From an optimization exercise on the open Yosys and OpenROAD flow, aimed at small area, a short achievable clock period and few clock cycles; shortcuts taken in it are not production practice. At most, simulation tests tie the RTL to the original design; equivalence was not proved. No driver is modelled on the clock port, so clock power and skew are understated where the tree is cut down; a real chip needs a root buffer or a tree. No activity file was given, so power comes from the tool's default toggle rates.

== run a ==
==> module mem_loop_top, before the edit <==
module mem_loop_top
#(
  parameter int DATA_WIDTH  = 32,
  parameter int BURST_LEN   = 4,
  parameter int ADDR_WIDTH  = 6,
  parameter int FIFO_DEPTH  = 16,
  parameter int READ_LAT    = 2,
  parameter int INIT_CYCLES = 32
) (
  input  logic                  clk0_tb,
  input  logic                  locked,
  input  logic                  in_valid,
  input  logic [DATA_WIDTH-1:0] in_data,
  output logic                  in_ready,
  output logic                  out_valid,
  output logic [DATA_WIDTH-1:0] out_data,
  input  logic                  out_ready,
  output logic                  init_done
);
  localparam int DEPTH = 8;
  localparam int IW    = $clog2(INIT_CYCLES) + 1;
  logic [IW-1:0] init_cnt;
  always_ff @(posedge clk0_tb or negedge locked) begin
    if (!locked) begin
      init_cnt <= '0;
    end else if (!init_cnt[IW-1]) begin
      init_cnt <= init_cnt + 1'b1;
    end
  end
  assign init_done = init_cnt[IW-1];
  logic [DATA_WIDTH-1:0] buf_q [0:DEPTH-1];
  logic [DEPTH-1:0]      vld;       
  logic [DEPTH-1:0]      rd_oh;     
  logic [DEPTH-1:0]      wr_oh;     
  logic [DEPTH-1:0]      vld_prev;  
  logic                  empty;
  logic                  init_nxt;
  logic                  take7;     
  logic                  last_room;  
  logic                  in_take;
  logic                  complete;  
  logic                  out_hold;
  logic                  load;
  logic [DATA_WIDTH-1:0] head;
  assign init_nxt  = init_cnt[IW-1] || (init_cnt == IW'(INIT_CYCLES - 1));
  assign vld_prev  = {vld[DEPTH-2:0], vld[DEPTH-1]};
  assign empty     = !(|vld);
  assign wr_oh     = ~vld & (vld_prev | (rd_oh & {DEPTH{empty}}));
  assign take7     = in_ready && wr_oh[DEPTH-1];
  assign last_room = |(vld & {wr_oh[DEPTH-2:0], wr_oh[DEPTH-1]});
  assign in_take  = in_valid && in_ready;
  assign complete = vld[DEPTH-1] || (in_valid && take7);
  assign out_hold = out_valid && !out_ready;
  assign load     = complete && !out_hold;
  always_ff @(posedge clk0_tb or negedge locked) begin
    if (!locked) begin
      vld       <= '0;
      rd_oh     <= DEPTH'(1);
      in_ready  <= 1'b0;
      out_valid <= 1'b0;
    end else begin
      vld <= (vld & ~(rd_oh & {DEPTH{load}})) | (wr_oh & {DEPTH{in_take}});
      if (load) begin
        rd_oh <= {rd_oh[DEPTH-2:0], rd_oh[DEPTH-1]};
      end
      in_ready  <= init_nxt && (load || (in_take ? !last_room : (in_ready || !init_cnt[IW-1])));
      out_valid <= out_hold || complete;
    end
  end
  always_ff @(posedge clk0_tb) begin
    for (int i = 0; i < DEPTH; i++) begin
      if (!vld[i]) begin
        buf_q[i] <= in_data;
      end
    end
  end
  always_comb begin
    head = '0;
    for (int i = 0; i < DEPTH; i++) begin
      head = head | (buf_q[i] & {DATA_WIDTH{rd_oh[i]}});
    end
  end
  always_ff @(posedge clk0_tb) begin
    if (!out_hold) begin
      out_data <= head;
    end
  end
endmodule
==> flow/config.mk <==
export PLATFORM = sky130hd
export DESIGN_NAME = mem_loop_top
export DESIGN_NICKNAME = mem_loop_top
export VERILOG_FILES = /design/flow/design.v
export SDC_FILE = /design/flow/constraint.sdc
export NUM_CORES = 4
export LEC_CHECK = 0
export ABC_CLOCK_PERIOD_IN_PS = 2500
export CAP_MARGIN = 20
export CORE_MARGIN = 2
export CORE_UTILIZATION = 55
export PLACE_DENSITY = 0.65
export SLEW_MARGIN = 20
export SYNTH_MEMORY_MAX_BITS = 16384
==> flow/constraint.sdc <==
create_clock -name core_clock -period 8.0 [get_ports {clk0_tb}]
set_input_delay 1.6000 -clock core_clock [delete_from_list [all_inputs] [get_ports {clk0_tb}]]
set_output_delay 1.6000 -clock core_clock [all_outputs]
set_load 0.01 [all_outputs]
standard.sh (not shown) runs the stock make flow with config.mk's settings and CLKGATE_MAP_FILE= SYNTH_SCRIPT=/design/flow/synth_recipe.tcl, a recipe that flattens the netlist after the stock synthesis.
==> flow/flow/run.sh <==
#!/bin/bash
set -euo pipefail
cd "$(dirname "$0")/.."
export SETUP_SLACK_MARGIN=5.5
export BUFFER_PORTS_ARGS="-buffer_cell sky130_fd_sc_hd__buf_2"
export CTS_ARGS="-sink_clustering_enable -sink_clustering_size 30 -sink_clustering_max_diameter 120 -repair_clock_nets -dont_use_dummy_load"
export POST_CTS_TCL="$PWD/flow/bypass_root.tcl"
bash standard.sh > standard.log 2>&1
==> flow/flow/bypass_root.tcl <==
proc bypass_clock_root {} {
  set block [ord::get_db_block]
  set port_net [$block findNet clk0_tb]
  set loads [$port_net getITerms]
  if {[llength $loads] != 1} { puts "BYPASS: port feeds [llength $loads] pins, skipped"; return }
  set root [[lindex $loads 0] getInst]
  set out_net ""
  foreach it [$root getITerms] {
    if {[$it isOutputSignal]} { set out_net [$it getNet] }
  }
  set sinks {}
  foreach it [$out_net getITerms] { if {[$it getInst] != $root} { lappend sinks $it } }
  if {[llength $sinks] > 4} { puts "BYPASS: root feeds [llength $sinks] pins, skipped"; return }
  foreach it $sinks { $it disconnect; $it connect $port_net }
  puts "BYPASS: removed [$root getName], port now feeds [llength $sinks] pins"
  odb::dbInst_destroy $root
  odb::dbNet_destroy $out_net
}

bypass_clock_root
estimate_parasitics -placement
Testbench counts of run a, summed over its fixed seeds: cycles 7,339.
Input changes introduced in run b (baseline for comparison: run a):
diff --git a/flow/design.v b/flow/design.v
--- a/flow/design.v
+++ b/flow/design.v
@@ -53,6 +53,4 @@
   logic [DEPTH-1:0]      rd_oh;     
   logic [DEPTH-1:0]      wr_oh;     
-  logic [DEPTH-1:0]      vld_prev;  
-  logic                  empty;
   logic                  init_nxt;
   logic                  take7;     
@@ -64,7 +62,4 @@
   logic [DATA_WIDTH-1:0] head;
   assign init_nxt  = init_cnt[IW-1] || (init_cnt == IW'(INIT_CYCLES - 1));
-  assign vld_prev  = {vld[DEPTH-2:0], vld[DEPTH-1]};
-  assign empty     = !(|vld);
-  assign wr_oh     = ~vld & (vld_prev | (rd_oh & {DEPTH{empty}}));
   assign take7     = in_ready && wr_oh[DEPTH-1];
   assign last_room = |(vld & {wr_oh[DEPTH-2:0], wr_oh[DEPTH-1]});
@@ -77,4 +72,5 @@
       vld       <= '0;
       rd_oh     <= DEPTH'(1);
+      wr_oh     <= DEPTH'(1);
       in_ready  <= 1'b0;
       out_valid <= 1'b0;
@@ -83,4 +79,7 @@
       if (load) begin
         rd_oh <= {rd_oh[DEPTH-2:0], rd_oh[DEPTH-1]};
+      end
+      if (in_take) begin
+        wr_oh <= {wr_oh[DEPTH-2:0], wr_oh[DEPTH-1]};
       end
       in_ready  <= init_nxt && (load || (in_take ? !last_room : (in_ready || !init_cnt[IW-1])));
Results
Run b completed every stage of the flow, and the final layout passed the timing, design-rule and antenna checks.
Run a → run b: fmax decreased by about 0.8% relative to the old numbers, first-pass iteration count of the detailed router decreased by 1 relative to the old numbers.
Diff run a -> run b: area of all sequential standard cells up 2.1%; total power after layout increased by about 3.3% relative to the old numbers.
Run b vs run a, simple-gate area share of the yosys netlist went down by 0.55 points.
As far as number of I/O pins goes, run a and run b are indistinguishable; the numbers are identical.
[compare] base=run a new=run b: pin count of the biggest net entering global routing went up by 7; growth of design area from synthesis to finish went down by 0.72 points; count of filler cells inserted in the layout went up by 6.
When the final numbers for run a and run b were put side by side, the total die area turned out to be smaller in run a.
Only the layout flow was run in run b; the RTL was not checked for function there.

## static timing again, ports no longer ideal
The flow's constraints put no driver on any port. The routed layouts listed below were extracted and timed again, unchanged, in two steps.
Step 1 sets driving cells, clkbuf_16 on the clock port and buf_2 on the other inputs (assumed; they add their load-dependent delay and slew).
Step 2 also shifts input and output timing later by t, the mid clock arrival at the registers, as if the neighbouring blocks saw the same clock.
Slacks: no drivers / after step 1 / after step 2; pairs: no drivers / after step 1.
run	t (ns)	setup WS [ns]	slew at the worst register clock pin (ns)	pins driven straight from the clock port
run a	0.394	5.453 / 5.394 / 5.181	0.11 / 0.11	2
run b	0.408	5.431 / 5.370 / 5.176	0.11 / 0.11	2
After both steps setup and hold are still met in every run listed. For run a, which loses most, drivers alone change the setup slack by -0.059 ns; drivers and shift together by -0.272 ns.
